From an optimization exercise on the open Yosys and OpenROAD flow, aimed at small area; shortcuts taken in it are not production practice.
At most, simulation tests tie the RTL to the original design; equivalence was not proved.
The RTL of runs 4 to 6 was laid out without a check of its function.
No activity file was given, so power comes from the tool's default toggle rates.

$ cat design/flow/design.v
`timescale 1ns/1ps
module bus_subsystem (
  input  logic        ck,
  input  logic        rst,
  output logic        master_in_notify,
  input  logic        master_in_sync,
  input  logic        master_in_trans,
  input  logic [31:0] master_in_addr,
  input  logic [31:0] master_in_data,
  output logic        master_out_notify,
  input  logic        master_out_sync,
  output logic        master_out_ack,
  output logic [31:0] master_out_data
);
  localparam logic [8*32-1:0] rom_words = {
    32'h8000_0000, 32'h7fff_ffff, 32'ha5a5_5a5a, 32'h0f0f_0f0f,
    32'hffff_0000, 32'h89ab_cdef, 32'h1234_5678, 32'h0000_0001
  };
  localparam logic [7:0] wport0 = 8'b0001_0001;
  localparam logic [7:0] wport1 = 8'b0001_0001;
  localparam logic [7:0] wport2 = 8'b0000_0001;
  localparam logic [7:0] rport0 = 8'b0100_1001;
  localparam logic [7:0] rport1 = 8'b0001_0001;
  localparam logic [7:0] rport2 = 8'b0000_0001;
  logic        in_n;     
  logic        out_n;    
  logic [2:0]  cnt;      
  logic [1:0]  win_q;
  logic [2:0]  pos_q;    
  logic        wr_q;
  logic        reg_q;    
  logic        ack_q;
  logic [2:0]  t;
  logic        done;     
  logic [31:0] r;
  logic        accept;
  logic        mapped;
  logic [1:0]  in_win;
  logic [2:0]  in_off;
  logic        rd_in;    
  logic        busy;
  logic        in_n_n;   
  logic        out_n_n;  
  logic [2:0]  t_n;      
  logic        done_n;   
  assign accept = in_n & master_in_sync;
  assign mapped = ~|master_in_addr[31:5];
  assign in_win = master_in_addr[4:3];
  assign in_off = master_in_addr[2:0];
  assign rd_in  = accept & ~master_in_trans & mapped;
  assign busy   = ~in_n & ~out_n;
  assign t_n    = t + 3'd1;
  assign done_n = done | (t == 3'd7);
  always_comb begin
    in_n_n  = in_n;
    out_n_n = out_n;
    if (accept) begin
      in_n_n  = 1'b0;
      out_n_n = ~mapped;
    end else if (out_n) begin
      if (master_out_sync) begin
        out_n_n = 1'b0;
        in_n_n  = 1'b1;
      end
    end else if (busy && cnt == '0) begin
      out_n_n = 1'b1;
    end
  end
  always_ff @(posedge ck or posedge rst) begin
    if (rst) begin
      in_n  <= 1'b1;
      out_n <= 1'b0;
      reg_q <= 1'b0;
      t     <= '0;
      done  <= 1'b0;
    end else begin
      t     <= t_n;
      done  <= done_n;
      in_n  <= in_n_n;
      out_n <= out_n_n;
      if (accept) begin
        reg_q <= mapped & (in_win != 2'd3);
      end
    end
  end
  always_ff @(posedge ck) begin
    if (accept) begin
      case (in_win)
        2'd1:    cnt <= 3'd3;
        2'd2:    cnt <= 3'd6;
        default: cnt <= 3'd1;
      endcase
      win_q <= in_win;
      wr_q  <= master_in_trans;
      ack_q <= master_in_trans & mapped & (in_win == 2'd3);
    end else begin
      cnt <= cnt - 3'd1;
    end
  end
  logic [31:0] m0 [8];
  logic [31:0] m1 [8];
  logic [31:0] m2 [8];
  logic [7:0]  ws0, ws1, ws2;    
  logic [7:0]  wh0, wh1, wh2;    
  logic [7:0]  wn0, wn1, wn2;    
  logic [7:0]  rs0, rs1, rs2;    
  logic [7:0]  rn0, rn1, rn2;    
  logic [7:0]  ra0, ra2;         
  logic        reg_n, wr_n, rd_n;
  logic [1:0]  win_n;
  logic [2:0]  a_n;              
  logic        sw01, sw2;        
  logic [2:0]  a_in;             
  logic        byp;              
  logic [31:0] cap;
  assign reg_n = accept ? (mapped & (in_win != 2'd3)) : reg_q;
  assign wr_n  = accept ? master_in_trans : wr_q;
  assign rd_n  = reg_n & ~wr_n & ~in_n_n;
  assign win_n = accept ? in_win : win_q;
  assign a_in  = in_off + t;
  assign a_n   = (accept ? a_in : pos_q) + 3'd1;
  assign byp   = reg_q & wr_q & (win_q == 2'd0) & (pos_q == a_in);
  assign sw01  = ~done_n & ~t_n[2];
  assign sw2   = ~done_n;
  always_ff @(posedge ck) begin
    pos_q <= a_n;
  end
  always_comb begin
    for (int p = 0; p < 8; p++) begin
      wn0[p] = wport0[p] && reg_n && wr_n && win_n == 2'd0 && a_n == 3'(p - 1);
      wn1[p] = wport1[p] && reg_n && wr_n && win_n == 2'd1 && a_n == 3'(p - 1);
      wn2[p] = wport2[p] && reg_n && wr_n && win_n == 2'd2 && a_n == 3'(p - 1);
      rn0[p] = rport0[p] && rd_n && win_n == 2'd0 && a_n == 3'(p) && (done_n || t_n > 3'(p % 4));
      rn1[p] = rport1[p] && rd_n && win_n == 2'd1 && a_n == 3'(p) && (done_n || t_n > 3'(p % 4));
      rn2[p] = rport2[p] && rd_n && win_n == 2'd2 && a_n == 3'(p) && (done_n || t_n > 3'(p));
      ra0[p] = rport0[p] && rd_in && in_win == 2'd0 && a_in == 3'(p) && (done || t > 3'(p % 4)) && !byp;
      ra2[p] = rport2[p] && rd_in && in_win == 2'd2 && a_in == 3'(p) && (done || t > 3'(p));
    end
    cap = '0;
    for (int p = 0; p < 8; p++) begin
      if (rs0[p] | ra0[p]) cap = cap | m0[p];
      if (rs1[p])          cap = cap | m1[p];
      if (rs2[p] | ra2[p]) cap = cap | m2[p];
    end
  end
  always_ff @(posedge ck or posedge rst) begin
    if (rst) begin
      ws0 <= '0;
      ws1 <= '0;
      ws2 <= '0;
      wh0 <= '0;
      wh1 <= '0;
      wh2 <= '0;
      rs0 <= '0;
      rs1 <= '0;
      rs2 <= '0;
    end else begin
      ws0 <= wn0;
      ws1 <= wn1;
      ws2 <= wn2;
      wh0 <= ~wn0 & {8{~sw01}};
      wh1 <= ~wn1 & {8{~sw01}};
      wh2 <= ~wn2 & {8{~sw2}};
      rs0 <= rn0;
      rs1 <= rn1;
      rs2 <= rn2;
    end
  end
  always_ff @(posedge ck) begin
    for (int p = 0; p < 8; p++) begin
      if (wport0[p]) m0[p] <= ({32{ws0[p]}} & r) | ({32{wh0[p]}} & m0[(p + 7) % 8]);
      else           m0[p] <= m0[(p + 7) % 8];
      if (wport1[p]) m1[p] <= ({32{ws1[p]}} & r) | ({32{wh1[p]}} & m1[(p + 7) % 8]);
      else           m1[p] <= m1[(p + 7) % 8];
      if (wport2[p]) m2[p] <= ({32{ws2[p]}} & r) | ({32{wh2[p]}} & m2[(p + 7) % 8]);
      else           m2[p] <= m2[(p + 7) % 8];
    end
  end
  logic        hold;     
  logic        ld_d;     
  logic        ld_rom;   
  assign hold   = ~accept | (rd_in & (in_win == 2'd0) & byp);
  assign ld_d   = accept & master_in_trans;
  assign ld_rom = rd_in & (in_win == 2'd3);
  always_ff @(posedge ck) begin
    r <= ({32{hold}} & r) | ({32{ld_d}} & master_in_data) |
         ({32{ld_rom}} & rom_words[32*in_off +: 32]) | cap;
  end
  assign master_in_notify  = in_n;
  assign master_out_notify = out_n;
  assign master_out_ack    = ack_q;
  assign master_out_data   = wr_q ? '0 : r;
endmodule
$ cat design/flow/constraint.sdc
create_clock -name core_clock -period 4.0 [get_ports {ck}]
set_input_delay 0.8000 -clock core_clock [delete_from_list [all_inputs] [get_ports {ck}]]
set_output_delay 0.8000 -clock core_clock [all_outputs]
set_load 0.01 [all_outputs]
$ cat design/flow/standard.sh
#!/bin/bash
# synth_recipe.tcl (not shown) runs the flow's synth.tcl, then flattens the netlist and writes it again
# the make line also repeats each setting of config.mk as NAME=value (left out here)
make -C /OpenROAD-flow-scripts/flow DESIGN_CONFIG=/design/flow/config.mk WORK_HOME=/design/flow/orfs CLKGATE_MAP_FILE= SYNTH_SCRIPT=/design/flow/synth_recipe.tcl "${@:-finish}"
$ cat design/flow/flow/run.sh
#!/bin/bash
# The standard layout (standard.sh: ORFS floorplan, power grid, placement,
# routing) with these changes for cell area:
#  - synthesis: the standard flow's script, but ABC maps for area (flow/synth.tcl) and
#    small adders are left to ABC instead of half/full-adder cells,
#  - port buffers use the smallest buffer (every port still gets one),
#  - clock tree: clkbuf_8 sink clusters, no dummy loads.
# make's output goes to flow_make.log; ORFS's per-step logs stay in orfs/logs.
set -euo pipefail
here=$(pwd)
export AREA_ABC_SCRIPT=$here/flow/abc_area.script
bash standard.sh \
  "SYNTH_SCRIPT=$here/flow/synth.tcl" \
  "ADDER_MAP_FILE=" \
  "BUFFER_PORTS_ARGS=-buffer_cell sky130_fd_sc_hd__buf_1" \
  "CTS_ARGS=-sink_clustering_enable -repair_clock_nets -buf_list sky130_fd_sc_hd__clkbuf_8 -sink_clustering_size 19 -sink_clustering_max_diameter 65 -dont_use_dummy_load" \
  finish > flow_make.log 2>&1
$ cat design/flow/flow/synth.tcl
# The standard flow's synthesis script (synth_recipe.tcl) with one change: ABC maps the
# combinational logic with an area-oriented script (abc_area.script beside
# this file) in place of ORFS's speed script. Everything else, flip-flop
# mapping included, is the standard synthesis, so the registers are the same.
proc synth {args} { yosys synth -nofsm -noshare {*}$args }
proc abc {args} {
  set i [lsearch -exact $args -script]
  if { $i >= 0 } { lset args [expr {$i + 1}] $::env(AREA_ABC_SCRIPT) }
  yosys abc {*}$args
}
source $::env(SCRIPTS_DIR)/synth.tcl
# left out here: clear keep_hierarchy, flatten, clean up, hide names made inside functions, write 1_2_yosys.v
$ cat design/flow/flow/abc_area.script
&get -n
&st
&dch
&nf -a -R 1000 -F 20 -A 20
&put
$ cat design/flow/config.mk
export PLATFORM = sky130hd
export DESIGN_NAME = bus_subsystem
export DESIGN_NICKNAME = bus_subsystem
export VERILOG_FILES = /design/flow/design.v
export SDC_FILE = /design/flow/constraint.sdc
export NUM_CORES = 4
export LEC_CHECK = 0
export CAP_MARGIN = 20
export CORE_MARGIN = 2
export CORE_UTILIZATION = 55
export PLACE_DENSITY = 0.7
export SLEW_MARGIN = 20
==> results of run 1 <==
==> layout make-up <==
type | instances | area, um^2
multi-input cells | 491 | 3530
repair buffers | 127 | 567
fillers | 2813 | 14300
flip-flops and latches | 833 | 16800
well taps | 468 | 586
inverters | 12 | 45.0
clock buffers | 49 | 674
==> kinds of logic after synthesis <==
logic type / count (synthesis) / synth area share
flip-flops: 833 / 0.825
AO/OA/AOI/OAI: 298 / 0.126
AND/OR/NAND/NOR: 180 / 0.0414
XOR/XNOR: 12 / 0.00516
buffers and inverters: 12 / 0.00221
multiplexers: 1 / 0.000491
==> per-stage QoR <==
stage / util / setup slack (ps)
after floorplan: - / 576
after global placement: 0.590 / 697
after detailed placement: 0.590 / 533
after CTS: 0.608 / 1080
after global routing: 0.608 / 885
final: 0.608 / 1140
==> routing by layer <==
layer | GRT usage | wire (um) | vias up
met3 | 0.0346 | 2700 | 61
li1 | - | - | 5159
met5 | 0 | 0 | -
met4 | 0.0623 | 951 | 0
met2 | 0.320 | 17600 | 375
met1 | 0.328 | 20100 | 5385
==> placed cells by master (no fill, tap or decap), types with 12 or more instances in the layout <==
cell type / netlist / final
clkbuf_8: 0 / 49
o21ai_0: 19 / 18
nor2b_1: 32 / 32
a222oi_1: 62 / 62
dfxtp_1: 809 / 808
nor2_1: 27 / 27
a22o_1: 160 / 160
nand2_1: 82 / 82
dfrtp_1: 22 / 22
clkinv_1: 12 / 12
a221oi_1: 29 / 29
buf_1: 0 / 103
buf_4: 0 / 24
==> sequential cells by signal (all words and copies together) (netlist names), 2 cells and up <==
name   cells
m2       256
m0       256
m1       256
t          3
cnt        3
win_q      2
rs0        3
wh0        2
ws0        2
r         32
ws1        2
pos_q      3
rs1        2
wh1        2
==> power breakdown <==
group / switching (mW) / total, mW / leakage [nW] / internal, mW
clock network: 2.28 / 3.39 / 0.352 / 1.11
registers: 0.441 / 8.95 / 6.81 / 8.51
logic: 0.480 / 0.858 / 1.56 / 0.378
total: 3.20 / 13.2 / 8.73 / 9.99
==> how the worst max path moves through the flow <==
stage	from	endpoint	slack (ps)	cells after the start
2_1_floorplan	master_in_addr[14]	r[0]	580	9
3_3_place_gp	master_in_addr[1]	r[27]	700	10
3_5_place_dp	master_in_addr[1]	r[3]	530	10
4_1_cts	wr_q	master_out_data[0]	1080	2
5_1_grt	in_n	wh1[0]	880	8
6_report	master_in_addr[1]	r[27]	1140	10
==> impl_metrics.env, run 1 <==
export IMPL_status="no timing/DRC/antenna violations"
export IMPL_grt_pass1_wl_mm=63.9
export IMPL_die_x_um=196
export IMPL_drc=0
export IMPL_io_buffers=103
export IMPL_via_per_inst=5.55
export IMPL_placed_area_um2=21500
export IMPL_finalInstanceArea_um2=22200
export IMPL_fin_nets=1583
export IMPL_grt_max_degree=35
export IMPL_r2r_start="wr_q"
export IMPL_grt_pass1_vias=11000
export IMPL_synth_top_area_share=0.795
export IMPL_initial_core_util=0.558
export IMPL_drt_iter0_markers=916
export IMPL_grt_use_total=0.216
export IMPL_vias=11000
export IMPL_area_growth_pct=8.99
export IMPL_synthCells=1336
export IMPL_postCtsSetupRepairBufs=0
export IMPL_yosys_warnings=4
export IMPL_core_area_um2=36500
export IMPL_worstMarginPinSlew_ps=1060
export IMPL_cts_tree="built"
export IMPL_diodes=0
export IMPL_holdBufCountCts=0
export IMPL_path_buf_inv=2
export IMPL_hp_class="primary input to async pin"
export IMPL_drv_cap=0
export IMPL_yosysMostFrequentCell="dfxtp_1"
export IMPL_cp_start_kind="primary input"
export IMPL_synth_top_area_cell="dfxtp_1"
export IMPL_crit_slowest_cell="buf_1"
export IMPL_path_cells="buf_1 > xnor2_1 > xnor2_1 > nor2_1 > a211oi_1 > nand3_1 > a41o_1 > buf_4 > a222oi_1 > nand2_1"
export IMPL_final_antenna_net_count=0
export IMPL_min_period_ps=2860
export IMPL_fp_dieH_um=196
export IMPL_antenna_found_initial=0
export IMPL_clkSlewWorstSetupHoldPaths_ps=110
export IMPL_setup_viol=0
export IMPL_path_common_cell="xnor2_1"
export IMPL_ys_seq_elements=833
export IMPL_cts_root_buf="clkbuf_8"
export IMPL_rrSetupSlack_ps=1150
export IMPL_netlist_top_cells_area="dfxtp_1 79%, a22o_1 6.9%, a222oi_1 3.0%"
export IMPL_drive_gt1_frac=0.0503
export IMPL_ios=104
export IMPL_cts_resized=0
export IMPL_rr_endpoint="r[27]"
export IMPL_power_mw=13.2
export IMPL_path_delay_family="compound AO/OA/AOI/OAI gates"
export IMPL_clockBufferDepth=3
export IMPL_synth_area_per_cell_um2=15.3
export IMPL_cp_data_required_time_ps=4500
export IMPL_peakVddDrop_mv=0.335
export IMPL_ys_types=39
export IMPL_final_cell_count_no_fill=1980
export IMPL_dieArea_um2=38600
export IMPL_async_flop_share=0.0276
export IMPL_endpoint_kind="flop"
export IMPL_wl_mm=41.4
export IMPL_rsz0062_at_grt="false"
export IMPL_max_slew_margin=0.295
export IMPL_worst_r2r_path_depth=7
export IMPL_slew_viol_final=0
export IMPL_period_share=0.715
export IMPL_synth_area_um2=20400
export IMPL_clock_fmax_mhz=350
export IMPL_p_leak_nw=8.73
export IMPL_synth_common_cells="809 x dfxtp_1, 160 x a22o_1, 82 x nand2_1"
export IMPL_critical_path_class="primary input to flop"
export IMPL_cts_buffers=49
export IMPL_rows=70
export IMPL_place_inst=1931
export IMPL_syn_num_nets=1405
export IMPL_hold_viol=0
export IMPL_place_congestion=0.793
export IMPL_hpwl_mm=24.0
export IMPL_clock_sinks=833
export IMPL_synth_edf_count=1
export IMPL_power_per_cell_area_nw_per_um2=594
export IMPL_ys_flop_type="dfxtp_1"
export IMPL_setup_tns_ps=0
export IMPL_dr_pass1_iters=9
export IMPL_grt_overflow=0
export IMPL_hold_slack_ps=209
export IMPL_wl_per_cell_um=20.9
export IMPL_finClkSkew_ps=30.9
export IMPL_synth_seq_area_share=0.825
export IMPL_crit_arrival_ps=3350
export IMPL_worst_path_max_fanout=32
export IMPL_cp_slowest_stage_delay_ps=450
export IMPL_htreeDepth=2
export IMPL_clkLatencyLatePin_ps=630
==> run 2: changes to the inputs <==
--- a/design/flow/flow/run.sh
+++ b/design/flow/flow/run.sh
@@ -14,4 +14,4 @@
   "ADDER_MAP_FILE=" \
   "BUFFER_PORTS_ARGS=-buffer_cell sky130_fd_sc_hd__buf_1" \
-  "CTS_ARGS=-sink_clustering_enable -repair_clock_nets -buf_list sky130_fd_sc_hd__clkbuf_8 -sink_clustering_size 19 -sink_clustering_max_diameter 65 -dont_use_dummy_load" \
+  "CTS_ARGS=-sink_clustering_enable -repair_clock_nets -buf_list sky130_fd_sc_hd__clkbuf_8 -sink_clustering_size 18 -sink_clustering_max_diameter 70 -dont_use_dummy_load" \
   finish > flow_make.log 2>&1
==> run 2 against run 1 <==
Net effect:
- still clean on timing, DRC and antenna
- worst hold slack got worse by 39 ps
- critical path depth rose by 1
- core utilization rose by 0.11 points
- largest cell class unchanged
==> impl_metrics.env, run 2 <==
export IMPL_clkSlewWorstSetupHoldPaths_ps=110
export IMPL_drc=0
export IMPL_clockBufferDepth=3
export IMPL_period_share=0.711
export IMPL_slew_viol_final=0
export IMPL_cts_root_buf="clkbuf_8"
export IMPL_synth_top_area_share=0.795
export IMPL_clkLatencyLatePin_ps=670
export IMPL_ys_flop_type="dfxtp_1"
export IMPL_clock_fmax_mhz=352
export IMPL_crit_slowest_cell="a41o_1"
export IMPL_setup_viol=0
export IMPL_cts_buffers=52
export IMPL_cts_tree="built"
export IMPL_synth_edf_count=1
export IMPL_rsz0062_at_grt="false"
export IMPL_die_x_um=196
export IMPL_synth_area_um2=20400
export IMPL_wl_per_cell_um=21.0
export IMPL_synth_common_cells="809 x dfxtp_1, 160 x a22o_1, 82 x nand2_1"
export IMPL_via_per_inst=5.55
export IMPL_power_mw=13.3
export IMPL_rr_endpoint="r[3]"
export IMPL_hpwl_mm=24.0
export IMPL_min_period_ps=2840
export IMPL_grt_max_degree=35
export IMPL_yosys_warnings=4
export IMPL_power_per_cell_area_nw_per_um2=597
export IMPL_netlist_top_cells_area="dfxtp_1 79%, a22o_1 6.9%, a222oi_1 3.0%"
export IMPL_postCtsSetupRepairBufs=0
export IMPL_peakVddDrop_mv=0.322
export IMPL_worst_r2r_path_depth=7
export IMPL_vias=11000
export IMPL_clock_sinks=833
export IMPL_synthCells=1336
export IMPL_worstMarginPinSlew_ps=1050
export IMPL_async_flop_share=0.0276
export IMPL_cts_resized=0
export IMPL_io_buffers=103
export IMPL_hold_slack_ps=169
export IMPL_critical_path_class="primary input to flop"
export IMPL_antenna_found_initial=0
export IMPL_setup_tns_ps=0
export IMPL_htreeDepth=2
export IMPL_cp_start_kind="primary input"
export IMPL_dr_pass1_iters=6
export IMPL_diodes=0
export IMPL_crit_arrival_ps=3430
export IMPL_yosysMostFrequentCell="dfxtp_1"
export IMPL_syn_num_nets=1405
export IMPL_initial_core_util=0.558
export IMPL_ys_types=39
export IMPL_drive_gt1_frac=0.0521
export IMPL_grt_pass1_vias=11100
export IMPL_cp_data_required_time_ps=4590
export IMPL_drt_iter0_markers=825
export IMPL_nFillCells=2823
export IMPL_grt_pass1_wl_mm=64.6
export IMPL_area_growth_pct=9.19
export IMPL_grt_overflow=0
export IMPL_fp_dieH_um=196
export IMPL_r2r_start="wr_q"
export IMPL_grt_use_total=0.219
export IMPL_drv_cap=0
export IMPL_layout_common_cells="808 x dfxtp_1, 160 x a22o_1, 103 x buf_1"
export IMPL_crit_end="r[4]"
export IMPL_rows=70
export IMPL_p_leak_nw=8.75
export IMPL_hp_class="primary input to async pin"
export IMPL_rrSetupSlack_ps=1210
export IMPL_synth_top_area_cell="dfxtp_1"
export IMPL_reg_largest_list="m0 (256), m1 (256), m2 (256)"
export IMPL_status="no timing/DRC/antenna violations"
export IMPL_cp_slowest_stage_delay_ps=550
export IMPL_ios=104
export IMPL_final_antenna_net_count=0
export IMPL_fin_nets=1586
export IMPL_ys_seq_elements=833
export IMPL_dieArea_um2=38600
export IMPL_synth_area_per_cell_um2=15.3
export IMPL_synth_seq_area_share=0.825
export IMPL_path_cells="buf_1 > xnor2_1 > o21ai_0 > xnor2_1 > and3_1 > a41o_1 > buf_4 > nand2_1 > o2111ai_1 > a221oi_1 > nand2_1"
export IMPL_holdBufCountCts=0
export IMPL_worst_path_max_fanout=11
export IMPL_core_area_um2=36500
export IMPL_hold_viol=0
export IMPL_layout_commonest_cell="dfxtp_1"
export IMPL_finClkSkew_ps=73.6
export IMPL_place_congestion=0.793
export IMPL_wl_mm=41.6
export IMPL_max_slew_margin=0.298
export IMPL_crit_path_start="master_in_addr[1]"
export IMPL_endpoint_kind="flop"
[run 2: logic make-up after synthesis]
kind of cell              share of synthesized area
DFF                                           0.825
AOI/OAI and AO/OA                             0.126
and+or+nand+nor                              0.0414
xor gates and xnor gates                    0.00516
buffers and inverters                       0.00221
muxes                                      0.000491
[run 2: metal layers]
layer / share of wire / vias to the layer above / track usage
met5: 0 / - / 0
met4: 0.024 / 0 / 0.0766
met3: 0.060 / 64 / 0.0330
met2: 0.43 / 360 / 0.325
met1: 0.49 / 5425 / 0.329
li1: - / 5164 / -
[run 2: layout make-up]
cell class	instances	area, um^2	share of cell area
Sequential cell	833	16800	0.755
Clock buffer	52	716	0.0322
Inverter	12	45.0	0.00202
Multi-Input combinational cell	491	3530	0.159
Timing Repair Buffer	127	567	0.0255
Tap cell	468	586	0.0263
[run 2: critical path, delay by kind of cell]
family / cells / cell delay (ps)
AO/OA/AOI/OAI: 4 / 860
buffers and inverters: 2 / 750
XOR/XNOR: 2 / 580
AND/OR/NAND/NOR: 3 / 450
[run 2: how the worst min path moves through the flow]
stage / start / to / slack (ps)
finish: rst / ws2 / 170
global route: rst / wh2 / 190
CTS: rst / reg_q / 150
detailed placement: m0[5][0] / m0[6][0] / 310
global placement: m0[5][11] / m0[6][11] / 310
floorplan: m0[1][0] / m0[2][0] / 310
[run 2: stage by stage]
stage | util | instances | cell area [um^2] | setup WS [ps]
floorplan | - | 1336 | 20400 | 576
global placement | 0.590 | 1931 | 21500 | 697
detailed placement | 0.590 | 1931 | 21500 | 533
CTS | 0.609 | 1983 | 22300 | 1100
global route | 0.609 | 1983 | 22300 | 885
finish | 0.609 | 1983 | 22300 | 1160
[run 2: power breakdown]
part           internal [mW]  switching (mW)
sequential              8.51           0.440
combinational          0.378           0.478
clock                   1.17            2.31
==> run 3: changes to the inputs <==
--- a/design/flow/flow/run.sh
+++ b/design/flow/flow/run.sh
@@ -14,4 +14,4 @@
   "ADDER_MAP_FILE=" \
   "BUFFER_PORTS_ARGS=-buffer_cell sky130_fd_sc_hd__buf_1" \
-  "CTS_ARGS=-sink_clustering_enable -repair_clock_nets -buf_list sky130_fd_sc_hd__clkbuf_8 -sink_clustering_size 18 -sink_clustering_max_diameter 70 -dont_use_dummy_load" \
+  "CTS_ARGS=-sink_clustering_enable -repair_clock_nets -buf_list sky130_fd_sc_hd__clkbuf_8 -sink_clustering_size 20 -sink_clustering_max_diameter 65 -dont_use_dummy_load" \
   finish > flow_make.log 2>&1
==> run 3 against run 2 <==
Net effect:
- clock skew shrank 47 ps
- flip-flop and latch count is the same
- sequential share of layout area grew 0.23 points
- highest routed layer unchanged
==> impl_metrics.env, run 3 <==
export IMPL_yosys_warnings=4
export IMPL_finClkSkew_ps=27.0
export IMPL_cts_buffers=47
export IMPL_grt_pass1_wl_mm=63.8
export IMPL_rows=70
export IMPL_setup_tns_ps=0
export IMPL_slew_viol_final=0
export IMPL_clockBufferDepth=3
export IMPL_initial_core_util=0.558
export IMPL_synth_area_per_cell_um2=15.3
export IMPL_endpoint_kind="flop"
export IMPL_reg_largest_list="m0 (256), m1 (256), m2 (256)"
export IMPL_crit_slowest_cell="buf_1"
export IMPL_drive_gt1_frac=0.0490
export IMPL_cp_slowest_stage_delay_ps=460
export IMPL_path_common_cell="xnor2_1"
export IMPL_wl_per_cell_um=20.9
export IMPL_antenna_found_initial=0
export IMPL_cts_resized=0
export IMPL_place_congestion=0.793
export IMPL_drt_iter0_markers=892
export IMPL_drv_cap=0
export IMPL_netlist_top_cells_area="dfxtp_1 79%, a22o_1 6.9%, a222oi_1 3.0%"
export IMPL_clock_sinks=833
export IMPL_grt_use_total=0.216
export IMPL_cp_data_required_time_ps=4500
export IMPL_cp_start_kind="primary input"
export IMPL_ys_types=39
export IMPL_postCtsSetupRepairBufs=0
export IMPL_worstMarginPinSlew_ps=1080
export IMPL_clock_fmax_mhz=348
export IMPL_async_flop_share=0.0276
export IMPL_layout_common_cells="808 x dfxtp_1, 160 x a22o_1, 103 x buf_1"
export IMPL_final_util=0.607
export IMPL_ys_seq_elements=833
export IMPL_synth_top_area_share=0.795
export IMPL_wl_mm=41.3
export IMPL_status="no timing/DRC/antenna violations"
export IMPL_hpwl_mm=24.0
export IMPL_holdBufCountCts=0
export IMPL_vias=11000
export IMPL_min_period_ps=2880
export IMPL_internal_power_mw=9.95
export IMPL_grt_max_degree=35
export IMPL_yosysMostFrequentCell="dfxtp_1"
export IMPL_diodes=0
export IMPL_synthCells=1336
export IMPL_grt_overflow=0
export IMPL_comb_power_share=0.065
export IMPL_path_cells="buf_1 > xnor2_1 > xnor2_1 > nor2_1 > a211oi_1 > nand3_1 > a31o_1 > buf_4 > a222oi_1 > nand2_1"
export IMPL_p_clk_frac=0.253
export IMPL_synth_seq_area_share=0.825
export IMPL_layout_commonest_cell="dfxtp_1"
export IMPL_die_x_um=196
export IMPL_ys_flop_type="dfxtp_1"
export IMPL_clkSlewWorstSetupHoldPaths_ps=120
export IMPL_hold_viol=0
export IMPL_crit_arrival_ps=3380
export IMPL_clkLatencyLatePin_ps=620
export IMPL_drc=0
export IMPL_htreeDepth=2
export IMPL_cts_tree="built"
export IMPL_period_share=0.719
export IMPL_setup_viol=0
export IMPL_synth_common_cells="809 x dfxtp_1, 160 x a22o_1, 82 x nand2_1"
export IMPL_dr_pass1_iters=7
export IMPL_path_delay_family="compound AO/OA/AOI/OAI gates"
export IMPL_area_growth_pct=8.85
export IMPL_grt_pass1_vias=10900
export IMPL_preCtsSetupSlack_ps=533
export IMPL_ios=104
export IMPL_seqPwrFrac=0.682
export IMPL_p_switching_mw=3.17
export IMPL_io_buffers=103
export IMPL_p_leak_nw=8.72
export IMPL_peakVddDrop_mv=0.335
export IMPL_synth_area_um2=20400
export IMPL_fp_dieH_um=196
export IMPL_path_buf_inv=2
export IMPL_power_per_cell_area_nw_per_um2=592
export IMPL_synth_edf_count=1
export IMPL_synth_top_area_cell="dfxtp_1"
export IMPL_setup_ws_ps=1120
export IMPL_dieArea_um2=38600
export IMPL_fin_nets=1581
export IMPL_max_slew_margin=0.282
export IMPL_syn_num_nets=1405
export IMPL_core_area_um2=36500
export IMPL_power_mw=13.1
export IMPL_hp_class="primary input to async pin"
export IMPL_worst_path_max_fanout=32
export IMPL_rsz0062_at_grt="false"
export IMPL_via_per_inst=5.56
export IMPL_cts_root_buf="clkbuf_8"
export IMPL_final_antenna_net_count=0
export IMPL_critical_path_class="primary input to flop"
export IMPL_sw_frac_of_total=0.242
==> run 3: per-layer routing <==
metal	up-vias	routed length, um	global-route usage
met1	5375	20000	0.330
met5	-	0	0
met4	0	943	0.0609
met2	408	17600	0.319
li1	5152	-	-
met3	54	2840	0.0323
==> run 3: stage by stage <==
step                area, um^2  cells  hold slack (ps)
detailed placement       21500   1931              312
global route             22200   1978              216
global placement         21500   1931              310
CTS                      22200   1978              189
finish                   22200   1978              191
floorplan                20400   1336              310
==> run 3: power groups by stage <==
stage | clock network (mW) | logic (mW) | registers, mW
CTS | 3.40 | 0.860 | 8.95
global placement | 0 | 0.839 | 9.12
detailed placement | 0 | 0.857 | 9.14
floorplan | 0 | 0.584 | 8.94
finish | 3.32 | 0.856 | 8.95
global route | 3.69 | 0.955 | 9.00
==> run 3: final cells by class <==
class / instances / area (um^2)
Sequential cell: 833 / 16800
Fill cell: 2807 / 14300
Multi-Input combinational cell: 491 / 3530
Clock buffer: 47 / 647
Tap cell: 468 / 586
Timing Repair Buffer: 127 / 567
Inverter: 12 / 45.0
==> run 3: cell families after synthesis <==
logic type | count (synthesis) | share of synthesized area
flops | 833 | 0.825
compound gates | 298 | 0.126
simple gates | 180 | 0.0414
xor+xnor | 12 | 0.00516
buf+inv | 12 | 0.00221
mux | 1 | 0.000491
==> run 3: worst reg2reg max path, stage by stage, from the launching register on <==
cell,delay [ps]
dfxtp_2,1010
o2111ai_1,260
a211oi_1,270
nand3_1,200
a31o_1,220
buf_4,290
a222oi_1,420
nand2_1,100
==> run 3: final timing paths <==
path | to | slack [ps] | cells after the start | from
hold / removal | out_n | 190 | 2 | rst
hold reg to reg | m2[5][16] | 320 | 0 | m2[4][16]
min in group core_clock | m2[5][16] | 320 | 0 | m2[4][16]
setup reg to reg | r[10] | 1130 | 7 | wr_q
setup / recovery | r[10] | 1120 | 10 | master_in_addr[1]
max in group asynchronous | done | 3410 | 2 | rst
==> run 4: changes to the inputs <==
--- a/design/flow/design.v
+++ b/design/flow/design.v
@@ -49,4 +49,5 @@
   assign in_off = master_in_addr[2:0];
   assign rd_in  = accept & ~master_in_trans & mapped;
+  assign rd_q   = reg_q & ~wr_q & ~in_n;
   assign busy   = ~in_n & ~out_n;
   assign t_n    = t + 3'd1;
@@ -105,7 +106,7 @@
   logic [7:0]  wn0, wn1, wn2;    
   logic [7:0]  rs0, rs1, rs2;    
-  logic [7:0]  rn0, rn1, rn2;    
+  logic        rd_q;             
   logic [7:0]  ra0, ra2;         
-  logic        reg_n, wr_n, rd_n;
+  logic        reg_n, wr_n;
   logic [1:0]  win_n;
   logic [2:0]  a_n;              
@@ -116,5 +117,4 @@
   assign reg_n = accept ? (mapped & (in_win != 2'd3)) : reg_q;
   assign wr_n  = accept ? master_in_trans : wr_q;
-  assign rd_n  = reg_n & ~wr_n & ~in_n_n;
   assign win_n = accept ? in_win : win_q;
   assign a_in  = in_off + t;
@@ -131,7 +131,7 @@
       wn1[p] = wport1[p] && reg_n && wr_n && win_n == 2'd1 && a_n == 3'(p - 1);
       wn2[p] = wport2[p] && reg_n && wr_n && win_n == 2'd2 && a_n == 3'(p - 1);
-      rn0[p] = rport0[p] && rd_n && win_n == 2'd0 && a_n == 3'(p) && (done_n || t_n > 3'(p % 4));
-      rn1[p] = rport1[p] && rd_n && win_n == 2'd1 && a_n == 3'(p) && (done_n || t_n > 3'(p % 4));
-      rn2[p] = rport2[p] && rd_n && win_n == 2'd2 && a_n == 3'(p) && (done_n || t_n > 3'(p));
+      rs0[p] = rport0[p] && rd_q && win_q == 2'd0 && pos_q == 3'(p) && (done || t > 3'(p % 4));
+      rs1[p] = rport1[p] && rd_q && win_q == 2'd1 && pos_q == 3'(p) && (done || t > 3'(p % 4));
+      rs2[p] = rport2[p] && rd_q && win_q == 2'd2 && pos_q == 3'(p) && (done || t > 3'(p));
       ra0[p] = rport0[p] && rd_in && in_win == 2'd0 && a_in == 3'(p) && (done || t > 3'(p % 4)) && !byp;
       ra2[p] = rport2[p] && rd_in && in_win == 2'd2 && a_in == 3'(p) && (done || t > 3'(p));
@@ -152,7 +152,4 @@
       wh1 <= '0;
       wh2 <= '0;
-      rs0 <= '0;
-      rs1 <= '0;
-      rs2 <= '0;
     end else begin
       ws0 <= wn0;
@@ -162,7 +159,4 @@
       wh1 <= ~wn1 & {8{~sw01}};
       wh2 <= ~wn2 & {8{~sw2}};
-      rs0 <= rn0;
-      rs1 <= rn1;
-      rs2 <= rn2;
     end
   end
--- a/design/flow/flow/run.sh
+++ b/design/flow/flow/run.sh
@@ -14,4 +14,4 @@
   "ADDER_MAP_FILE=" \
   "BUFFER_PORTS_ARGS=-buffer_cell sky130_fd_sc_hd__buf_1" \
-  "CTS_ARGS=-sink_clustering_enable -repair_clock_nets -buf_list sky130_fd_sc_hd__clkbuf_8 -sink_clustering_size 20 -sink_clustering_max_diameter 65 -dont_use_dummy_load" \
+  "CTS_ARGS=-sink_clustering_enable -repair_clock_nets -buf_list sky130_fd_sc_hd__clkbuf_8 -sink_clustering_size 19 -sink_clustering_max_diameter 65 -dont_use_dummy_load" \
   finish > flow_make.log 2>&1
--- a/design/flow/config.mk
+++ b/design/flow/config.mk
@@ -8,5 +8,5 @@
 export CAP_MARGIN = 20
 export CORE_MARGIN = 2
-export CORE_UTILIZATION = 55
-export PLACE_DENSITY = 0.7
+export CORE_UTILIZATION = 50
+export PLACE_DENSITY = 0.65
 export SLEW_MARGIN = 20
==> run 4 against run 3 <==
Net effect:
- area after synthesis is 0.11% lower
- design area is 0.93% higher
- clock power is 2% higher
- sequential power is 0.8% lower
- core utilization is 4.6 points lower
- power is 0.28% higher
- setup slack worse by 560 ps
- die area is 9.7% higher
- cell count is 2.7% higher
- non-clock buffer count is 6 higher
- combinational power is 6.1% higher
==> impl_metrics.env, run 4 <==
export IMPL_yosys_warnings=4
export IMPL_area_growth_pct=9.98
export IMPL_final_util=0.561
export IMPL_hp_class="primary input to async pin"
export IMPL_layout_commonest_cell="dfxtp_1"
export IMPL_hpwl_mm=25.1
export IMPL_multi_input_area_um2=3750
export IMPL_place_inst=1983
export IMPL_clock_sinks=827
export IMPL_finClkSkew_ps=36.4
export IMPL_clkLatencyLatePin_ps=670
export IMPL_rows=73
export IMPL_reg_largest_list="m0 (256), m1 (256), m2 (256)"
export IMPL_die_x_um=206
export IMPL_ys_flop_type="dfxtp_1"
export IMPL_antenna_found_initial=0
export IMPL_synth_seq_area_share=0.818
export IMPL_worst_r2r_path_depth=12
export IMPL_postCtsSetupRepairBufs=0
export IMPL_power_mw=13.2
export IMPL_yosysMostFrequentCell="dfxtp_1"
export IMPL_htreeDepth=2
export IMPL_cp_start_kind="flop"
export IMPL_setup_tns_ps=0
export IMPL_final_antenna_net_count=0
export IMPL_clock_fmax_mhz=291
export IMPL_cts_root_buf="clkbuf_8"
export IMPL_r2r_start="t[1]"
export IMPL_period_share=0.859
export IMPL_drc=0
export IMPL_synth_top_area_share=0.796
export IMPL_grt_pass1_vias=11000
export IMPL_cts_buffers=49
export IMPL_async_flop_share=0.0206
export IMPL_netlist_top_cells_area="dfxtp_1 80%, a22o_1 8.3%, dfrtp_1 2.0%"
export IMPL_layout_common_cells="808 x dfxtp_1, 193 x a22o_1, 103 x buf_1"
export IMPL_vias=11200
export IMPL_rr_endpoint="r[16]"
export IMPL_nFillCells=3220
export IMPL_dr_pass1_iters=6
export IMPL_grt_use_total=0.212
export IMPL_synth_top_area_cell="dfxtp_1"
export IMPL_clockBufferDepth=3
export IMPL_via_per_inst=5.49
export IMPL_cts_resized=0
export IMPL_drive_gt1_frac=0.0591
export IMPL_setup_viol=0
export IMPL_worst_path_max_fanout=32
export IMPL_synth_common_cells="809 x dfxtp_1, 193 x a22o_1, 35 x nand2_1"
export IMPL_rrSetupSlack_ps=570
export IMPL_synth_area_um2=20400
export IMPL_p_leak_nw=8.64
export IMPL_ys_seq_elements=827
export IMPL_critical_path_class="flop to flop"
export IMPL_max_slew_margin=0.229
export IMPL_holdBufCountCts=0
export IMPL_grt_max_degree=33
export IMPL_status="no timing/DRC/antenna violations"
export IMPL_final_seq_area_um2=16700
export IMPL_cts_tree="built"
export IMPL_fin_nets=1578
export IMPL_wl_mm=44.4
export IMPL_core_area_um2=39900
export IMPL_worstMarginPinSlew_ps=1160
export IMPL_crit_arrival_ps=3950
export IMPL_grt_pass1_wl_mm=66.6
export IMPL_diodes=0
export IMPL_setup_ws_ps=566
export IMPL_power_per_cell_area_nw_per_um2=588
export IMPL_synth_edf_count=1
export IMPL_grt_overflow=0
export IMPL_ios=104
export IMPL_fp_dieH_um=206
export IMPL_cp_data_required_time_ps=4520
export IMPL_dieArea_um2=42300
export IMPL_clkSlewWorstSetupHoldPaths_ps=110
export IMPL_drv_cap=0
export IMPL_hold_viol=0
export IMPL_slew_viol_final=0
export IMPL_synth_area_per_cell_um2=15.4
export IMPL_initial_core_util=0.510
export IMPL_place_congestion=0.822
export IMPL_final_cell_count_no_fill=2032
export IMPL_min_period_ps=3430
export IMPL_syn_num_nets=1394
export IMPL_drt_iter0_markers=844
export IMPL_peakVddDrop_mv=0.337
export IMPL_wl_per_cell_um=21.8
export IMPL_synthCells=1325
export IMPL_endpoint_kind="flop"
export IMPL_ys_types=39
export IMPL_preCtsSetupSlack_ps=109
export IMPL_io_buffers=103
export IMPL_rsz0062_at_grt="false"
-- run 4: cell types whose count changed in the layout (fill, tap and decap cells not counted), moves of 11 or more --
| cell | previous run | this run |
|---|---|---|
| a221o_1 | 0 | 32 |
| a222oi_1 | 62 | 6 |
| a22o_1 | 160 | 193 |
| a22oi_1 | 5 | 26 |
| nand2_1 | 82 | 34 |
| nand3_1 | 8 | 31 |
| o21ai_0 | 18 | 7 |
-- run 4: cells by family (layout without fill, tap and decap cells) --
| family | after synthesis | in the layout | synth area share |
|---|---|---|---|
| buffers and inverters | 6 | 188 | 0.00111 |
| AO/OA/AOI/OAI | 316 | 316 | 0.133 |
| XOR/XNOR | 14 | 14 | 0.00602 |
| flip-flops | 827 | 827 | 0.818 |
| multiplexers | 2 | 2 | 0.00104 |
| AND/OR/NAND/NOR | 160 | 160 | 0.0404 |
-- run 4: final cells by class --
cell class                      instances  area share
Clock buffer                           49      0.0301
Inverter                                6     0.00101
Multi-Input combinational cell        492       0.168
Sequential cell                       827       0.744
Tap cell                              525      0.0293
Timing Repair Buffer                  133      0.0279
-- run 4: how the worst max path moves through the flow --
stage	from	to	slack [ps]	cells after the start
6_report	t[1]	r[16]	570	12
5_1_grt	t[1]	r[14]	190	12
4_1_cts	t[1]	r[29]	560	12
3_5_place_dp	master_in_addr[1]	r[1]	110	13
3_3_place_gp	master_in_addr[1]	r[6]	230	13
2_1_floorplan	wr_q	r[26]	230	5
-- run 4: power breakdown --
group / switching (mW) / internal (mW) / total (mW) / leakage [nW]
Sequential: 0.422 / 8.45 / 8.88 / 6.73
Clock: 2.27 / 1.11 / 3.38 / 0.352
Combinational: 0.526 / 0.383 / 0.908 / 1.56
-- run 4: critical path: stages (launching register included) --
cell and delay, ps:
dfrtp_1 470, xor2_1 210, nor2b_1 150, a21oi_1 60, xnor2_1 370, xnor2_1 110
nor4_1 560, o32ai_4 160, buf_4 350, a22o_1 300, a221o_1 260, a221oi_1 210
nand3_1 120
-- run 4: layer usage --
metal / vias up / routed length (um) / GRT usage
li1: 5141 / - / -
met1: 5502 / 21000 / 0.310
met2: 433 / 19000 / 0.319
met3: 85 / 3310 / 0.0440
met4: 0 / 1030 / 0.0627
met5: - / 0 / 0
-- run 4: metrics by stage --
stage / hold slack [ps] / instance area, um^2
3_3_place_gp: 310 / 21700
6_report: 121 / 22400
4_1_cts: 89.7 / 22400
5_1_grt: 124 / 22400
2_1_floorplan: 310 / 20400
3_5_place_dp: 312 / 21700
==> run 5: changes to the inputs <==
--- a/design/flow/design.v
+++ b/design/flow/design.v
@@ -104,10 +104,7 @@
   logic [7:0]  ws0, ws1, ws2;    
   logic [7:0]  wh0, wh1, wh2;    
-  logic [7:0]  wn0, wn1, wn2;    
   logic [7:0]  rs0, rs1, rs2;    
   logic        rd_q;             
   logic [7:0]  ra0, ra2;         
-  logic        reg_n, wr_n;
-  logic [1:0]  win_n;
   logic [2:0]  a_n;              
   logic        sw01, sw2;        
@@ -115,12 +112,9 @@
   logic        byp;              
   logic [31:0] cap;
-  assign reg_n = accept ? (mapped & (in_win != 2'd3)) : reg_q;
-  assign wr_n  = accept ? master_in_trans : wr_q;
-  assign win_n = accept ? in_win : win_q;
   assign a_in  = in_off + t;
   assign a_n   = (accept ? a_in : pos_q) + 3'd1;
   assign byp   = reg_q & wr_q & (win_q == 2'd0) & (pos_q == a_in);
-  assign sw01  = ~done_n & ~t_n[2];
-  assign sw2   = ~done_n;
+  assign sw01  = ~done & ~t[2];
+  assign sw2   = ~done;
   always_ff @(posedge ck) begin
     pos_q <= a_n;
@@ -128,7 +122,10 @@
   always_comb begin
     for (int p = 0; p < 8; p++) begin
-      wn0[p] = wport0[p] && reg_n && wr_n && win_n == 2'd0 && a_n == 3'(p - 1);
-      wn1[p] = wport1[p] && reg_n && wr_n && win_n == 2'd1 && a_n == 3'(p - 1);
-      wn2[p] = wport2[p] && reg_n && wr_n && win_n == 2'd2 && a_n == 3'(p - 1);
+      ws0[p] = wport0[p] && reg_q && wr_q && win_q == 2'd0 && pos_q == 3'(p - 1);
+      ws1[p] = wport1[p] && reg_q && wr_q && win_q == 2'd1 && pos_q == 3'(p - 1);
+      ws2[p] = wport2[p] && reg_q && wr_q && win_q == 2'd2 && pos_q == 3'(p - 1);
+      wh0[p] = !ws0[p] && !sw01;
+      wh1[p] = !ws1[p] && !sw01;
+      wh2[p] = !ws2[p] && !sw2;
       rs0[p] = rport0[p] && rd_q && win_q == 2'd0 && pos_q == 3'(p) && (done || t > 3'(p % 4));
       rs1[p] = rport1[p] && rd_q && win_q == 2'd1 && pos_q == 3'(p) && (done || t > 3'(p % 4));
@@ -142,21 +139,4 @@
       if (rs1[p])          cap = cap | m1[p];
       if (rs2[p] | ra2[p]) cap = cap | m2[p];
-    end
-  end
-  always_ff @(posedge ck or posedge rst) begin
-    if (rst) begin
-      ws0 <= '0;
-      ws1 <= '0;
-      ws2 <= '0;
-      wh0 <= '0;
-      wh1 <= '0;
-      wh2 <= '0;
-    end else begin
-      ws0 <= wn0;
-      ws1 <= wn1;
-      ws2 <= wn2;
-      wh0 <= ~wn0 & {8{~sw01}};
-      wh1 <= ~wn1 & {8{~sw01}};
-      wh2 <= ~wn2 & {8{~sw2}};
     end
   end
==> run 5 against run 4 <==
Net effect:
- still clean
- non-clock buffer count rose by 2
- global-route usage fell by 0.063 points
- wire length fell by 1.3%
- synthesized cell count rose by 0.75%
- design area fell by 0.24%
- cell count rose by 0.59%
- critical endpoint is now r[17]
==> impl_metrics.env, run 5 <==
export IMPL_drt_iter0_markers=737
export IMPL_layout_commonest_cell="dfxtp_1"
export IMPL_path_cells="xnor2_1 > o21ai_0 > xnor2_1 > xnor2_1 > nor4_1 > buf_4 > o32ai_4 > buf_4 > nand2_1 > a21bo_1 > a221o_1 > a21o_1 > a21oi_1 > nand3_1"
export IMPL_syn_num_nets=1404
export IMPL_drc=0
export IMPL_drv_cap=0
export IMPL_whs_endpoint="m2[3][9]"
export IMPL_final_seq_area_um2=16400
export IMPL_postCtsSetupRepairBufs=0
export IMPL_clkLatencyLatePin_ps=640
export IMPL_multi_input_area_um2=3850
export IMPL_synth_compound_area_frac=0.132
export IMPL_clockBufferDepth=3
export IMPL_endpoint_kind="flop"
export IMPL_path_delay_family="compound AO/OA/AOI/OAI gates"
export IMPL_synth_mux_area_frac=0
export IMPL_p_leak_nw=8.67
export IMPL_via_per_inst=5.39
export IMPL_die_x_um=205
export IMPL_grt_pass1_wl_mm=66.7
export IMPL_grt_max_degree=33
export IMPL_reg_largest_list="m0 (256), m1 (256), m2 (256)"
export IMPL_peakVddDrop_mv=0.347
export IMPL_crit_slowest_cell="dfrtp_1"
export IMPL_rsz0062_at_grt="false"
export IMPL_synth_seq_area_share=0.814
export IMPL_crit_arrival_ps=3940
export IMPL_yosys_area_share_simple=0.0440
export IMPL_max_slew_margin=0.318
export IMPL_final_antenna_net_count=0
export IMPL_synthCells=1335
export IMPL_synth_top_area_cell="dfxtp_1"
export IMPL_worstMarginPinSlew_ps=1020
export IMPL_yosys_warnings=4
export IMPL_netlist_top_cells_area="dfxtp_1 80%, a22o_1 7.6%, a221o_1 1.4%"
export IMPL_diodes=0
export IMPL_htreeDepth=2
export IMPL_cp_start_kind="flop"
export IMPL_synth_area_um2=20200
export IMPL_crit_path_start="t[1]"
export IMPL_worst_path_max_fanout=21
export IMPL_antenna_found_initial=0
export IMPL_hp_class="flop to flop"
export IMPL_clock_fmax_mhz=292
export IMPL_setup_viol=0
export IMPL_clkSlewWorstSetupHoldPaths_ps=110
export IMPL_ys_seq_elements=817
export IMPL_ios=104
export IMPL_ys_types=42
export IMPL_worst_r2r_path_depth=14
export IMPL_grt_use_total=0.212
export IMPL_cts_buffers=49
export IMPL_cts_tree="built"
export IMPL_fp_dieH_um=205
export IMPL_dr_pass1_iters=6
export IMPL_min_period_ps=3430
export IMPL_rr_endpoint="r[17]"
export IMPL_drive_gt1_frac=0.0652
export IMPL_path_buf_inv=2
export IMPL_grt_pass1_vias=11000
export IMPL_synth_common_cells="806 x dfxtp_1, 174 x a22o_1, 39 x nand3_1"
export IMPL_setup_tns_ps=0
export IMPL_vias=11000
export IMPL_critical_path_class="flop to flop"
export IMPL_power_per_cell_area_nw_per_um2=577
export IMPL_dieArea_um2=42000
export IMPL_status="no timing/DRC/antenna violations"
export IMPL_cp_data_required_time_ps=4510
export IMPL_yosysMostFrequentCell="dfxtp_1"
export IMPL_core_area_um2=39800
export IMPL_setup_ws_ps=571
export IMPL_wl_mm=43.8
export IMPL_clock_sinks=817
export IMPL_synth_area_per_cell_um2=15.1
export IMPL_grt_overflow=0
export IMPL_synth_xor_area_frac=0.00608
export IMPL_nFillCells=3277
export IMPL_path_common_cell="xnor2_1"
export IMPL_hold_viol=0
export IMPL_slew_viol_final=0
export IMPL_finClkSkew_ps=50.0
export IMPL_fin_nets=1590
export IMPL_synth_top_area_share=0.800
export IMPL_synth_edf_count=4
export IMPL_period_share=0.857
export IMPL_place_congestion=0.790
export IMPL_min_from="m2[2][9]"
export IMPL_synth_top_family_by_area="compound AO/OA/AOI/OAI gates"
export IMPL_wl_per_cell_um=21.4
export IMPL_r2r_start="t[1]"
export IMPL_rrSetupSlack_ps=570
export IMPL_cp_slowest_stage_delay_ps=460
export IMPL_hold_depth=0
export IMPL_preCtsSetupSlack_ps=122
export IMPL_hpwl_mm=25.5
export IMPL_async_flop_share=0.00857
export IMPL_rows=73
export IMPL_ys_flop_type="dfxtp_1"
export IMPL_area_growth_pct=10.7
export IMPL_cts_root_buf="clkbuf_8"
export IMPL_io_buffers=103
export IMPL_layout_common_cells="806 x dfxtp_1, 174 x a22o_1, 103 x buf_1"
export IMPL_initial_core_util=0.507
export IMPL_synthAdderAreaFrac=0
[run 5: kinds of logic after synthesis]
kind of cell / Yosys count
simple gates: 169
compound gates: 317
flops: 817
buf+inv: 18
xor+xnor: 14
[run 5: final cells by class]
type                    instances  share of cell area
flip-flops and latches        817               0.736
multi-input cells             500               0.172
clock buffers                  49              0.0302
well taps                     525              0.0294
repair buffers                135              0.0293
inverters                      18             0.00303
[run 5: what timing repair did]
action,CTS,global route
endpoints found under the hold margin,1,0
hold buffers,1,0
resized for setup,0,0
[run 5: metal layers]
layer	track usage	wire [um]	up-vias
met1	0.295	20300	5516
met2	0.343	20400	291
met4	0.0550	792	0
li1	-	-	5155
met5	0	0	-
met3	0.0374	2280	64
[run 5: how the worst max path moves through the flow]
stage                       end  slack, ps  depth (start not counted)
after global routing      r[17]        290                         14
after global placement    r[17]        230                         16
after floorplan           r[21]        150                          8
final                     r[17]        570                         14
after detailed placement  r[17]        120                         16
after CTS                 r[17]        580                         14
[run 5: stage by stage]
step | hold slack [ps] | total power, mW | cells | util | instance area [um^2]
detailed placement | 312 | 9.71 | 1993 | 0.543 | 21600
CTS | 272 | 13.0 | 2043 | 0.560 | 22300
global placement | 310 | 9.68 | 1993 | 0.543 | 21600
finish | 268 | 12.9 | 2044 | 0.561 | 22300
floorplan | 310 | 9.27 | 1335 | - | 20200
global route | 264 | 13.4 | 2044 | 0.561 | 22300
[run 5: power breakdown]
part	leakage (nW)	switching [mW]	internal (mW)
combinational	1.70	0.412	0.345
clock	0.352	2.27	1.11
sequential	6.62	0.410	8.35
total	8.67	3.09	9.80
==> run 6: changes to the inputs <==
--- a/design/flow/design.v
+++ b/design/flow/design.v
@@ -49,5 +49,4 @@
   assign in_off = master_in_addr[2:0];
   assign rd_in  = accept & ~master_in_trans & mapped;
-  assign rd_q   = reg_q & ~wr_q & ~in_n;
   assign busy   = ~in_n & ~out_n;
   assign t_n    = t + 3'd1;
@@ -104,17 +103,26 @@
   logic [7:0]  ws0, ws1, ws2;    
   logic [7:0]  wh0, wh1, wh2;    
+  logic [7:0]  wn0, wn1, wn2;    
   logic [7:0]  rs0, rs1, rs2;    
-  logic        rd_q;             
+  logic [7:0]  rn0, rn1, rn2;    
   logic [7:0]  ra0, ra2;         
+  logic        reg_n, wr_n, rd_n;
+  logic [1:0]  win_n;
   logic [2:0]  a_n;              
   logic        sw01, sw2;        
   logic [2:0]  a_in;             
   logic        byp;              
+  logic [7:0]  at_in;            
+  logic [7:0]  at_n;             
   logic [31:0] cap;
+  assign reg_n = accept ? (mapped & (in_win != 2'd3)) : reg_q;
+  assign wr_n  = accept ? master_in_trans : wr_q;
+  assign rd_n  = reg_n & ~wr_n & ~in_n_n;
+  assign win_n = accept ? in_win : win_q;
   assign a_in  = in_off + t;
   assign a_n   = (accept ? a_in : pos_q) + 3'd1;
-  assign byp   = reg_q & wr_q & (win_q == 2'd0) & (pos_q == a_in);
-  assign sw01  = ~done & ~t[2];
-  assign sw2   = ~done;
+  assign byp   = reg_q & wr_q & (win_q == 2'd0) & (in_off == pos_q - t);
+  assign sw01  = ~done_n & ~t_n[2];
+  assign sw2   = ~done_n;
   always_ff @(posedge ck) begin
     pos_q <= a_n;
@@ -122,15 +130,18 @@
   always_comb begin
     for (int p = 0; p < 8; p++) begin
-      ws0[p] = wport0[p] && reg_q && wr_q && win_q == 2'd0 && pos_q == 3'(p - 1);
-      ws1[p] = wport1[p] && reg_q && wr_q && win_q == 2'd1 && pos_q == 3'(p - 1);
-      ws2[p] = wport2[p] && reg_q && wr_q && win_q == 2'd2 && pos_q == 3'(p - 1);
-      wh0[p] = !ws0[p] && !sw01;
-      wh1[p] = !ws1[p] && !sw01;
-      wh2[p] = !ws2[p] && !sw2;
-      rs0[p] = rport0[p] && rd_q && win_q == 2'd0 && pos_q == 3'(p) && (done || t > 3'(p % 4));
-      rs1[p] = rport1[p] && rd_q && win_q == 2'd1 && pos_q == 3'(p) && (done || t > 3'(p % 4));
-      rs2[p] = rport2[p] && rd_q && win_q == 2'd2 && pos_q == 3'(p) && (done || t > 3'(p));
-      ra0[p] = rport0[p] && rd_in && in_win == 2'd0 && a_in == 3'(p) && (done || t > 3'(p % 4)) && !byp;
-      ra2[p] = rport2[p] && rd_in && in_win == 2'd2 && a_in == 3'(p) && (done || t > 3'(p));
+      at_in[p] = in_off == 3'(p) - t;
+      at_n[p]  = accept ? (in_off == 3'(p - 1) - t) : (pos_q == 3'(p - 1));
+    end
+  end
+  always_comb begin
+    for (int p = 0; p < 8; p++) begin
+      wn0[p] = wport0[p] && reg_n && wr_n && win_n == 2'd0 && at_n[(p + 7) % 8];
+      wn1[p] = wport1[p] && reg_n && wr_n && win_n == 2'd1 && at_n[(p + 7) % 8];
+      wn2[p] = wport2[p] && reg_n && wr_n && win_n == 2'd2 && at_n[(p + 7) % 8];
+      rn0[p] = rport0[p] && rd_n && win_n == 2'd0 && at_n[p] && (done_n || t_n > 3'(p % 4));
+      rn1[p] = rport1[p] && rd_n && win_n == 2'd1 && at_n[p] && (done_n || t_n > 3'(p % 4));
+      rn2[p] = rport2[p] && rd_n && win_n == 2'd2 && at_n[p] && (done_n || t_n > 3'(p));
+      ra0[p] = rport0[p] && rd_in && in_win == 2'd0 && at_in[p] && (done || t > 3'(p % 4)) && !byp;
+      ra2[p] = rport2[p] && rd_in && in_win == 2'd2 && at_in[p] && (done || t > 3'(p));
     end
     cap = '0;
@@ -139,4 +150,27 @@
       if (rs1[p])          cap = cap | m1[p];
       if (rs2[p] | ra2[p]) cap = cap | m2[p];
+    end
+  end
+  always_ff @(posedge ck or posedge rst) begin
+    if (rst) begin
+      ws0 <= '0;
+      ws1 <= '0;
+      ws2 <= '0;
+      wh0 <= '0;
+      wh1 <= '0;
+      wh2 <= '0;
+      rs0 <= '0;
+      rs1 <= '0;
+      rs2 <= '0;
+    end else begin
+      ws0 <= wn0;
+      ws1 <= wn1;
+      ws2 <= wn2;
+      wh0 <= ~wn0 & {8{~sw01}};
+      wh1 <= ~wn1 & {8{~sw01}};
+      wh2 <= ~wn2 & {8{~sw2}};
+      rs0 <= rn0;
+      rs1 <= rn1;
+      rs2 <= rn2;
     end
   end
--- a/design/flow/flow/run.sh
+++ b/design/flow/flow/run.sh
@@ -14,4 +14,4 @@
   "ADDER_MAP_FILE=" \
   "BUFFER_PORTS_ARGS=-buffer_cell sky130_fd_sc_hd__buf_1" \
-  "CTS_ARGS=-sink_clustering_enable -repair_clock_nets -buf_list sky130_fd_sc_hd__clkbuf_8 -sink_clustering_size 19 -sink_clustering_max_diameter 65 -dont_use_dummy_load" \
+  "CTS_ARGS=-sink_clustering_enable -repair_clock_nets -buf_list sky130_fd_sc_hd__clkbuf_8 -sink_clustering_size 20 -sink_clustering_max_diameter 55 -dont_use_dummy_load" \
   finish > flow_make.log 2>&1
--- a/design/flow/config.mk
+++ b/design/flow/config.mk
@@ -8,5 +8,4 @@
 export CAP_MARGIN = 20
 export CORE_MARGIN = 2
-export CORE_UTILIZATION = 50
-export PLACE_DENSITY = 0.65
+export CORE_UTILIZATION = 40
 export SLEW_MARGIN = 20
==> run 6 against run 5 <==
Net effect:
- first-iteration DRC count increased by 20%
- sequential power increased by 2%
- flip-flop and latch count increased by 16
- largest cell class unchanged
- via count increased by 1.8%
- power increased by 4.7%
- combinational power increased by 45%
==> impl_metrics.env, run 6 <==
export IMPL_status="no timing/DRC/antenna violations"
export IMPL_fp_dieH_um=231
export IMPL_fin_nets=1607
export IMPL_grt_use_met1=0.249
export IMPL_netlist_top_cells_area="dfxtp_1 79%, a22o_1 6.9%, dfrtp_1 2.7%"
export IMPL_area_growth_pct=10.7
export IMPL_rsz0062_at_grt="false"
export IMPL_grt_use_met2=0.253
export IMPL_power_per_cell_area_nw_per_um2=594
export IMPL_cp_data_required_time_ps=4600
export IMPL_peakVddDrop_mv=0.290
export IMPL_clock_fmax_mhz=339
export IMPL_clkSlewWorstSetupHoldPaths_ps=120
export IMPL_synth_area_um2=20500
export IMPL_drc=0
export IMPL_seqPwrFrac=0.661
export IMPL_synth_common_cells="809 x dfxtp_1, 161 x a22o_1, 66 x nand2_1"
export IMPL_drt_iter0_markers=885
export IMPL_path_buf_inv=4
export IMPL_setup_tns_ps=0
export IMPL_syn_num_nets=1424
export IMPL_internal_power_mw=10.1
export IMPL_rows=83
export IMPL_setup_ws_ps=1050
export IMPL_p_clk_frac=0.258
export IMPL_max_slew_margin=0.284
export IMPL_synth_edf_count=1
export IMPL_grt_use_total=0.170
export IMPL_initial_core_util=0.402
export IMPL_io_buffers=103
export IMPL_diodes=0
export IMPL_final_cell_count_no_fill=2216
export IMPL_comb_power_share=0.081
export IMPL_cp_start_kind="flop"
export IMPL_path_delay_family="simple AND/OR/NAND/NOR gates"
export IMPL_die_x_um=231
export IMPL_dieArea_um2=53200
export IMPL_cts_resized=0
export IMPL_hp_class="primary input to async pin"
export IMPL_min_period_ps=2950
export IMPL_grt_pass1_wl_mm=68.4
export IMPL_preCtsSetupSlack_ps=508
export IMPL_setup_viol=0
export IMPL_reg_largest_list="m0 (256), m1 (256), m2 (256)"
export IMPL_async_flop_share=0.0276
export IMPL_endpoint_kind="flop"
export IMPL_cts_buffers=51
export IMPL_vias=11200
export IMPL_synth_area_per_cell_um2=15.2
export IMPL_place_inst=2165
export IMPL_busiest_layer="met2"
export IMPL_worstMarginPinSlew_ps=1070
export IMPL_clockBufferDepth=3
export IMPL_synth_seq_area_share=0.818
export IMPL_grtUsageMet3=0.0356
export IMPL_crit_arrival_ps=3550
export IMPL_period_share=0.737
export IMPL_core_area_um2=51100
export IMPL_p_switching_mw=3.35
export IMPL_wl_per_cell_um=20.3
export IMPL_cp_slowest_stage_delay_ps=570
export IMPL_clock_sinks=833
export IMPL_slew_viol_final=0
export IMPL_clkLatencyLatePin_ps=660
export IMPL_ios=104
export IMPL_finClkSkew_ps=55.8
export IMPL_hpwl_mm=26.1
export IMPL_synth_top_area_share=0.788
export IMPL_dr_pass1_iters=6
export IMPL_yosysMostFrequentCell="dfxtp_1"
export IMPL_sw_frac_of_total=0.248
export IMPL_place_congestion=0.806
export IMPL_cts_tree="built"
export IMPL_layout_commonest_cell="dfxtp_1"
export IMPL_crit_slowest_cell="dfstp_2"
export IMPL_antenna_found_initial=1
export IMPL_grt_pass1_vias=11300
export IMPL_critical_path_class="flop to flop"
export IMPL_worst_path_max_fanout=25
export IMPL_htreeDepth=2
export IMPL_ys_flop_type="dfxtp_1"
export IMPL_wl_mm=44.9
export IMPL_final_antenna_net_count=0
export IMPL_cts_root_buf="clkbuf_8"
export IMPL_ys_seq_elements=833
export IMPL_path_common_cell="buf_4"
export IMPL_layout_common_cells="808 x dfxtp_1, 161 x a22o_1, 103 x buf_1"
export IMPL_hold_viol=0
export IMPL_p_leak_nw=8.71
export IMPL_grt_max_degree=34
export IMPL_yosys_warnings=4
export IMPL_synth_top_area_cell="dfxtp_1"
export IMPL_via_per_inst=5.06
export IMPL_drv_cap=0
export IMPL_postCtsSetupRepairBufs=0
export IMPL_hold_slack_ps=172
export IMPL_grt_overflow=0
export IMPL_holdBufCountCts=0
export IMPL_ys_types=42
export IMPL_drive_gt1_frac=0.0534
export IMPL_synthCells=1355
export IMPL_path_cells="nand2_1 > buf_4 > nor4_1 > buf_4 > nor3b_1 > clkinv_1 > o21ai_4 > buf_12 > a22oi_1 > nand4_1 > a221o_1"
==> run 6: layer usage <==
metal	share of wire	routed length, um
met1	0.49	22000
met3	0.061	2760
met5	0	0
met4	0.019	872
met2	0.43	19300
==> run 6: final timing paths <==
| check | depth (start not counted) | slack, ps | end | start |
|---|---|---|---|---|
| min reg2reg | 0 | 270 | m2[4][31] | m2[3][31] |
| min | 2 | 170 | ws2 | rst |
| min in group core_clock | 0 | 270 | m2[4][31] | m2[3][31] |
| max in group asynchronous | 2 | 3380 | reg_q | rst |
| max reg2reg | 11 | 1050 | r[15] | in_n |
| max | 11 | 1050 | r[15] | in_n |
==> run 6: layout make-up <==
type / count / area, um^2
multi-input combinational: 513 / 3720
timing repair buffer: 130 / 627
sequential: 833 / 16800
inverter: 9 / 33.8
clock buffer: 51 / 702
fill: 4665 / 28400
tap: 680 / 851
==> run 6: logic make-up (layout without fill, tap and decap cells) <==
family / count (synthesis) / after routing / share of synthesized area
xor+xnor: 22 / 22 / 0.00938
mux: 1 / 1 / 0.000487
buf+inv: 9 / 190 / 0.00164
compound gates: 298 / 298 / 0.124
simple gates: 192 / 192 / 0.0467
flops: 833 / 833 / 0.818
==> run 6: per-stage QoR <==
| stage | instance area, um^2 | power (mW) | util |
|---|---|---|---|
| CTS | 22700 | 13.6 | 0.445 |
| detailed placement | 22000 | 10.2 | 0.431 |
| global route | 22700 | 14.1 | 0.445 |
| global placement | 22000 | 10.2 | 0.431 |
| finish | 22700 | 13.5 | 0.445 |
| floorplan | 20500 | 9.66 | - |
==> run 6: power groups by stage <==
stage / Combinational (mW) / Clock [mW] / Sequential, mW
finish: 1.10 / 3.48 / 8.93
global route: 1.22 / 3.90 / 8.97
CTS: 1.12 / 3.59 / 8.92
detailed placement: 1.11 / 0 / 9.11
global placement: 1.09 / 0 / 9.10
floorplan: 0.700 / 0 / 8.96

re-timing with driven ports:
The results above use ideal ports. As a check the final layouts listed here were re-extracted and re-timed, cells and wires unchanged.
Step 1 (the two cells are an assumption about what drives the block):
set clk [get_ports {ck}]
set_driving_cell -lib_cell sky130_fd_sc_hd__clkbuf_16 $clk
set_driving_cell -lib_cell sky130_fd_sc_hd__buf_2 [delete_from_list [all_inputs] $clk]
Step 2 adds t to the input delays and takes it off the output delays; t is the mean of the earliest and latest rising clock arrival at the registers after step 1. Input paths then give back, and output paths get back, about the clock's delay inside the block.
Three values: ideal ports, drivers, drivers and shift; two values: the first two.
run | shift t [ns] | setup slack, ns | slew at the worst register clock pin (ns)
run 1 | 0.659 | 1.142 / 1.129 / 0.510 | 0.11 / 0.11
run 2 | 0.680 | 1.157 / 1.160 / 0.505 | 0.11 / 0.11
run 3 | 0.651 | 1.125 / 1.116 / 0.500 | 0.12 / 0.12
run 4 | 0.695 | 0.566 / 0.566 / 0.100 | 0.11 / 0.11
run 5 | 0.678 | 0.571 / 0.571 / 0.136 | 0.12 / 0.12
run 6 | 0.684 | 1.051 / 1.051 / 0.548 | 0.12 / 0.12
After both steps setup and hold are still met in every run listed. The setup slack of run 2, which loses most, moves by +0.003 ns with the drivers and by -0.652 ns with both steps.
